Context: an optimization exercise on an open-source flow, tuned for small area and a short achievable clock period. The choices shown serve that exercise and are no tape-out recipe.
Function was checked by simulation only, so behaviour that the tests miss may differ from the original.
Power is estimated from default activity; no workload was simulated.

### design/flow/design.v
package bp_pkg;
  localparam int XLEN     = 32;
  localparam int IDX_BITS = 6;
  localparam int TAG_W    = XLEN - IDX_BITS - 2;
  localparam logic [1:0] CTR_SNT = 2'b00;
  localparam logic [1:0] CTR_WNT = 2'b01;
  localparam logic [1:0] CTR_WT  = 2'b10;
  localparam logic [1:0] CTR_ST  = 2'b11;
  typedef struct packed {
    logic             valid;
    logic [TAG_W-1:0] tag;
    logic [XLEN-1:0]  target;
    logic [1:0]       ctr;
  } btb_entry_t;
  function automatic [IDX_BITS-1:0] bp_index(input [XLEN-1:0] pc);
    bp_index = pc[IDX_BITS+1:2];
  endfunction
  function automatic [TAG_W-1:0] bp_tag(input [XLEN-1:0] pc);
    bp_tag = pc[XLEN-1:IDX_BITS+2];
  endfunction
endpackage
module sat_ctr2
(
  input  logic [1:0] ctr,
  input  logic       taken,
  output logic [1:0] ctr_next
);
  always_comb begin
    ctr_next = ctr;
    if (taken) begin
      if (ctr != bp_pkg::CTR_ST) ctr_next = ctr + 2'd1;
    end else begin
      if (ctr != bp_pkg::CTR_SNT) ctr_next = ctr - 2'd1;
    end
  end
endmodule
module branch_predictor
#(
  parameter int XLEN     = bp_pkg::XLEN,
  parameter int IDX_BITS = bp_pkg::IDX_BITS
)
(
  input  logic                clk,
  input  logic                rst,
  input  logic                f_valid,
  input  logic [XLEN-1:0]     f_pc,
  output logic                p_valid,
  output logic                p_taken,
  output logic [XLEN-1:0]     p_target,
  input  logic                r_valid,
  input  logic                r_is_branch,
  input  logic [XLEN-1:0]     r_pc,
  input  logic                r_taken,
  input  logic [XLEN-1:0]     r_target,
  input  logic                r_pred_taken,
  input  logic [XLEN-1:0]     r_pred_target,
  output logic                mispredict,
  output logic [XLEN-1:0]     redirect_pc
  ,
  output logic [31:0]         stat_branches,
  output logic [31:0]         stat_mispredicts
);
  localparam int ENTRIES = 1 << IDX_BITS;
  logic             valid_q [ENTRIES];
  logic [1:0]       ctr_q   [ENTRIES];
  logic [bp_pkg::TAG_W-1:0] tag_q   [ENTRIES];
  logic [XLEN-1:0]  tgt_q   [ENTRIES];
  logic [IDX_BITS-1:0] f_idx, r_idx;
  bp_pkg::btb_entry_t          f_ent;
  logic                f_taken;
  logic                r_hit;
  logic [1:0]          ctr_nxt;
  logic                upd, wr_hit, alloc;
  logic                mp_d;
  logic [XLEN-1:0]     redir_d;
  assign f_idx   = bp_pkg::bp_index(f_pc);
  assign f_ent.valid  = valid_q[f_idx];
  assign f_ent.tag    = tag_q[f_idx];
  assign f_ent.target = tgt_q[f_idx];
  assign f_ent.ctr    = ctr_q[f_idx];
  assign f_taken = f_ent.valid && (f_ent.tag == bp_pkg::bp_tag(f_pc)) && f_ent.ctr[1];
  assign r_idx = bp_pkg::bp_index(r_pc);
  assign r_hit = valid_q[r_idx] && (tag_q[r_idx] == bp_pkg::bp_tag(r_pc));
  sat_ctr2 u_ctr (
    .ctr      (ctr_q[r_idx]),
    .taken    (r_taken),
    .ctr_next (ctr_nxt)
  );
  assign upd    = r_valid && r_is_branch;
  assign wr_hit = upd && r_hit;
  assign alloc  = upd && !r_hit && r_taken;
  always_comb begin
    mp_d    = 1'b0;
    redir_d = r_pc + {{(XLEN-3){1'b0}}, 3'd4};
    if (r_valid) begin
      if (r_is_branch) begin
        mp_d = (r_taken != r_pred_taken) ||
               (r_taken && r_pred_taken && (r_target != r_pred_target));
        if (r_taken) redir_d = r_target;
      end else begin
        mp_d = r_pred_taken;
      end
    end
  end
  always_ff @(posedge clk or posedge rst) begin
    if (rst) begin
      for (int i = 0; i < ENTRIES; i++) begin
        valid_q[i] <= 1'b0;
        ctr_q[i]   <= bp_pkg::CTR_WNT;
      end
    end else if (wr_hit) begin
      ctr_q[r_idx] <= ctr_nxt;
    end else if (alloc) begin
      valid_q[r_idx] <= 1'b1;
      ctr_q[r_idx]   <= bp_pkg::CTR_WT;
    end
  end
  always_ff @(posedge clk) begin
    if (alloc || (wr_hit && r_taken)) begin
      tag_q[r_idx] <= bp_pkg::bp_tag(r_pc);
      tgt_q[r_idx] <= r_target;
    end
  end
  always_ff @(posedge clk or posedge rst) begin
    if (rst) begin
      p_valid     <= 1'b0;
      p_taken     <= 1'b0;
      p_target    <= '0;
      mispredict  <= 1'b0;
      redirect_pc <= '0;
    end else begin
      p_valid     <= f_valid;
      p_taken     <= f_valid && f_taken;
      p_target    <= (f_valid && f_taken) ? f_ent.target : '0;
      mispredict  <= mp_d;
      redirect_pc <= mp_d ? redir_d : '0;
    end
  end
  always_ff @(posedge clk or posedge rst) begin
    if (rst) begin
      stat_branches    <= '0;
      stat_mispredicts <= '0;
    end else begin
      if (upd && (stat_branches != 32'hFFFF_FFFF))
        stat_branches <= stat_branches + 32'd1;
      if (mp_d && (stat_mispredicts != 32'hFFFF_FFFF))
        stat_mispredicts <= stat_mispredicts + 32'd1;
    end
  end
endmodule
### design/flow/run.sh
#!/bin/bash
# synth_recipe.tcl (not shown) runs the flow's synth.tcl, then flattens the netlist and writes it again
# the make line also repeats each setting of config.mk as NAME=value (left out here)
make -C /OpenROAD-flow-scripts/flow DESIGN_CONFIG=/design/flow/config.mk WORK_HOME=/design/flow/orfs CLKGATE_MAP_FILE= SYNTH_SCRIPT=/design/flow/synth_recipe.tcl finish
### design/flow/config.mk
export PLATFORM = sky130hd
export DESIGN_NAME = branch_predictor
export DESIGN_NICKNAME = branch_predictor
export VERILOG_FILES = /design/flow/design.v
export SDC_FILE = /design/flow/constraint.sdc
export NUM_CORES = 4
export LEC_CHECK = 0
export CAP_MARGIN = 20
export CORE_MARGIN = 2
export CORE_UTILIZATION = 40
export SLEW_MARGIN = 20
### design/flow/constraint.sdc
create_clock -name core_clock -period 5.2 [get_ports {clk}]
set_input_delay 1.0400 -clock core_clock [delete_from_list [all_inputs] [get_ports {clk}]]
set_output_delay 1.0400 -clock core_clock [all_outputs]
set_load 0.01 [all_outputs]
==> run summary <==
## cell type report
class                      instances  area share
inverter                         113     0.00219
multi-input combinational       4140       0.248
clock buffer                     519      0.0554
clock inverter                   250      0.0128
sequential                      3907       0.586
timing repair buffer            1152      0.0597
tap                             5497      0.0348
antenna                           30    0.000380
## cells in the final DEF (no fill, tap or decap), types with 54 or more instances in the layout
| master | n |
|---|---|
| edfxtp_1 | 3584 |
| mux4_2 | 1233 |
| buf_4 | 675 |
| clkbuf_16 | 416 |
| mux2i_1 | 273 |
| dfrtp_1 | 259 |
| nand2_1 | 221 |
| buf_12 | 217 |
| o22ai_1 | 209 |
| clkdlybuf4s50_1 | 194 |
| a22oi_1 | 163 |
| nor2_1 | 149 |
| a21oi_1 | 137 |
| a221oi_1 | 114 |
| nand3b_1 | 108 |
| inv_1 | 107 |
| a211oi_1 | 106 |
| nand3_1 | 100 |
| o21ai_0 | 89 |
| clkbuf_1 | 88 |
| clkinv_1 | 85 |
| xor2_1 | 81 |
| mux2_2 | 81 |
| xnor2_1 | 79 |
| and3_1 | 77 |
| clkinv_2 | 75 |
| a22o_1 | 73 |
| nor2_4 | 64 |
| dfstp_2 | 64 |
| nor3_1 | 59 |
| buf_2 | 57 |
| a31oi_1 | 54 |
## cell families (layout without fill, tap and decap cells)
kind of cell	after synthesis	count (layout)	synth area share
flip-flops	3907	3907	0.691
other	0	30	0
multiplexers	1587	1587	0.188
AND/OR/NAND/NOR	1095	1095	0.0356
XOR/XNOR	160	160	0.00837
buffers and inverters	772	2034	0.0197
AO/OA/AOI/OAI	1291	1291	0.0571
adder cells (fa/ha/maj)	7	7	0.000523
## final timing paths
| path | start | to | slack (ps) | cells after the start |
|---|---|---|---|---|
| max in group asynchronous | rst | ctr_q[10][1] | 3390 | 3 |
| setup reg to reg | tag_q[4][23] | ctr_q[35][1] | 810 | 15 |
| hold / removal | rst | stat_mispredicts[18] | 430 | 2 |
| setup / recovery | r_pc[6] | ctr_q[33][1] | 220 | 17 |
| hold reg to reg | ctr_q[3][0] | ctr_q[3][0] | 460 | 2 |
| min in group core_clock | r_target[26] | tgt_q[53][26] | 440 | 1 |
## power groups by stage
stage / Combinational, mW / Clock [mW] / Sequential (mW)
floorplan: 2.70 / 0 / 35.3
global placement: 5.36 / 0 / 35.4
detailed placement: 5.42 / 0 / 35.4
CTS: 5.44 / 29.9 / 34.7
global route: 5.68 / 31.1 / 34.7
finish: 5.51 / 29.6 / 34.7
## sequential cells by signal (all words and copies together) (netlist names)
signal / count
valid_q: 64
ctr_q: 128
p_taken: 1
p_valid: 1
tgt_q: 2048
stat_branches: 32
mispredict: 1
tag_q: 1536
stat_mispredicts: 32
p_target: 32
redirect_pc: 32
## per-layer routing
| metal | part of all wire | up-vias | global-route usage | wire length [um] |
|---|---|---|---|---|
| met4 | 0.068 | 24 | 0.173 | 44100 |
| met3 | 0.11 | 1644 | 0.0710 | 74300 |
| li1 | - | 39263 | - | - |
| met2 | 0.45 | 7662 | 0.458 | 294000 |
| met1 | 0.37 | 55547 | 0.400 | 240000 |
| met5 | 0.00024 | - | 0 | 159 |
## through the flow
| stage | power [mW] | cells | util | setup slack (ps) | hold slack (ps) |
|---|---|---|---|---|---|
| 4_1_cts | 70.1 | 15578 | 0.473 | 271 | 392 |
| 2_1_floorplan | 38.0 | 8819 | - | -192 | 441 |
| 6_report | 69.8 | 15608 | 0.474 | 224 | 433 |
| 5_1_grt | 71.5 | 15588 | 0.474 | 305 | 426 |
| 3_5_place_dp | 40.8 | 14809 | 0.441 | -749 | 457 |
| 3_3_place_gp | 40.7 | 14809 | 0.441 | -748 | 458 |
## worst register-to-register path, cell delays in order, from the launching register on
cell and delay, ps:
edfxtp_1 390, mux2_2 270, a221oi_1 240, o2111a_1 230, a311oi_1 60, buf_4 160, nor4_1 820, buf_12 230
a2bb2o_1 380, buf_4 170, nor4_1 190, buf_4 180, a41oi_4 100, buf_12 220, a2111oi_2 470, a2bb2oi_1 190
==> run summary <==
global-route usage over all layers 0.302; routability congestion estimate 0.932; largest delay contributor family on the critical path compound AO/OA/AOI/OAI gates; IO Count 266; vias 104140; sequential power share 0.497; Fillers 34494; Area contributors post-synth edfxtp_1, mux4_2, dfrtp_1; Synth Instances 8819; largest net degree at the start of global routing 161; maximum vdd drop 0.296 mV; crit path DAT 5830 ps; crit-path max FO 33; initial antenna violation count 50; Static Leak 64.6 nW; most frequent cell after synthesis edfxtp_1; clk root buf clkbuf_16; total grt overflow 0; PwrDens 354 mW/mm2; synthesized cell area 0.168 mm2; endpoints failing hold 0; Pint 53.5 mW; slowest stage delay, CP 860 ps; CTS Sinks 3907; Post-synth EDFFs 3584; die height 651 um; CTS buffer count 413; clk slew on worst S/H paths 60 ps; final antenna-violating net count 0; clock power share 0.424; final WL 652000 um; cell chain of the critical path buf_4 -> buf_4 -> nand3b_1 -> nor2_1 -> a2111oi_1 -> buf_4 -> and4b_1 -> a31oi_1 -> a211oi_1 -> buf_4 -> nand4b_1 -> buf_4 -> nor2_1 -> buf_4 -> nand3_1 -> buf_12 -> o32a_1; Final min period 4980 ps; P&R area growth vs syn 17.9%; TritonRoute pass-1 iters 7; Least-Margin Pin Slew 1240 ps; Rel. slew slack 0.169; port buffer count 263; Netlist cell types 87; post-CTS resize count 0; final setup vio count 0; fin area 0.197 mm2; DP Wirelength 391000 um; critical path class input port to flip-flop; syn_nets 8961; initial core utilization 0.402; register area 0.116 mm2; Setup Skew 99.4 ps; # Post-CTS Setup Buffers 0; CTS tree yes; FMAX 201 MHz; max cap viols 0; largest area contributor in the netlist edfxtp_1; proportion of layout cells with a drive suffix above 1 0.311; Crit path buffers/inverters 7; final max-slew violation count 0; kind of end point of the critical path flip-flop; Gate power share 0.079; Initial DRC Count 17636; Die W 651 um; placement-stage cell area 0.184 mm2; syn_area_per_cell 19.0 um2; CP Data Required Time 6060 ps; CP Launch Type input port; Most common cell on crit path buf_4; Main synth FF type edfxtp_1; Longest Clk Path Bufs 4; Yosys warning count 6; vias per cell 6.67; nets 9869; period utilization 0.957; vias in the first global route 101739; sequential fraction of the synthesis area 0.691; status finished clean; asr flop ratio synth 0.0827; synthesized flop and latch total 3907; switch share 0.234; CTS Hold Bufs 0; multi-input logic area 0.0491 mm2; Slowest-stage cell, CP a2111oi_1; first-pass GRT wire length 878000 um; CTS H-tree lvls 5; P_sw 16.4 mW; Core ar. 0.417 mm2; RSZ-0062 raised after global routing no; worst hold path class input port to async pin; final setup TNS 0 ps; Site Rows 237; die area 0.424 mm2; Worst-Skew Late Latency 1050 ps; post-route DRC violation count 0; Commonest cells post-synth edfxtp_1, mux4_2, clkbuf_1; wire length per cell 41.8 um; Yosys top cell area share 0.642

[separate check: timing with driven ports]
The flow's constraints put no driver on any port. The routed layout listed below was extracted and timed again, unchanged, in two steps. Step 1, drivers: a clkbuf_16 drives clk and a buf_2 each remaining input, both assumed. Step 2, shift: input delay + t, output delay - t, t = (earliest + latest rising clock arrival at the registers) / 2. This alone moves slack from input paths to output paths. Slacks: no drivers / after step 1 / after step 2; pairs: no drivers / after step 1.
shift t [ns]: 1.115
setup slack, ns: 0.224 / 0.249 / -0.866
hold slack, ns: 0.433 / 0.346 / 0.462
worst slew at a driven data input, ns: 0.33
With both steps, setup timing fails in this run, where it was met with ideal ports. For this run, drivers alone change the setup slack by +0.025 ns; drivers and shift together by -1.090 ns.
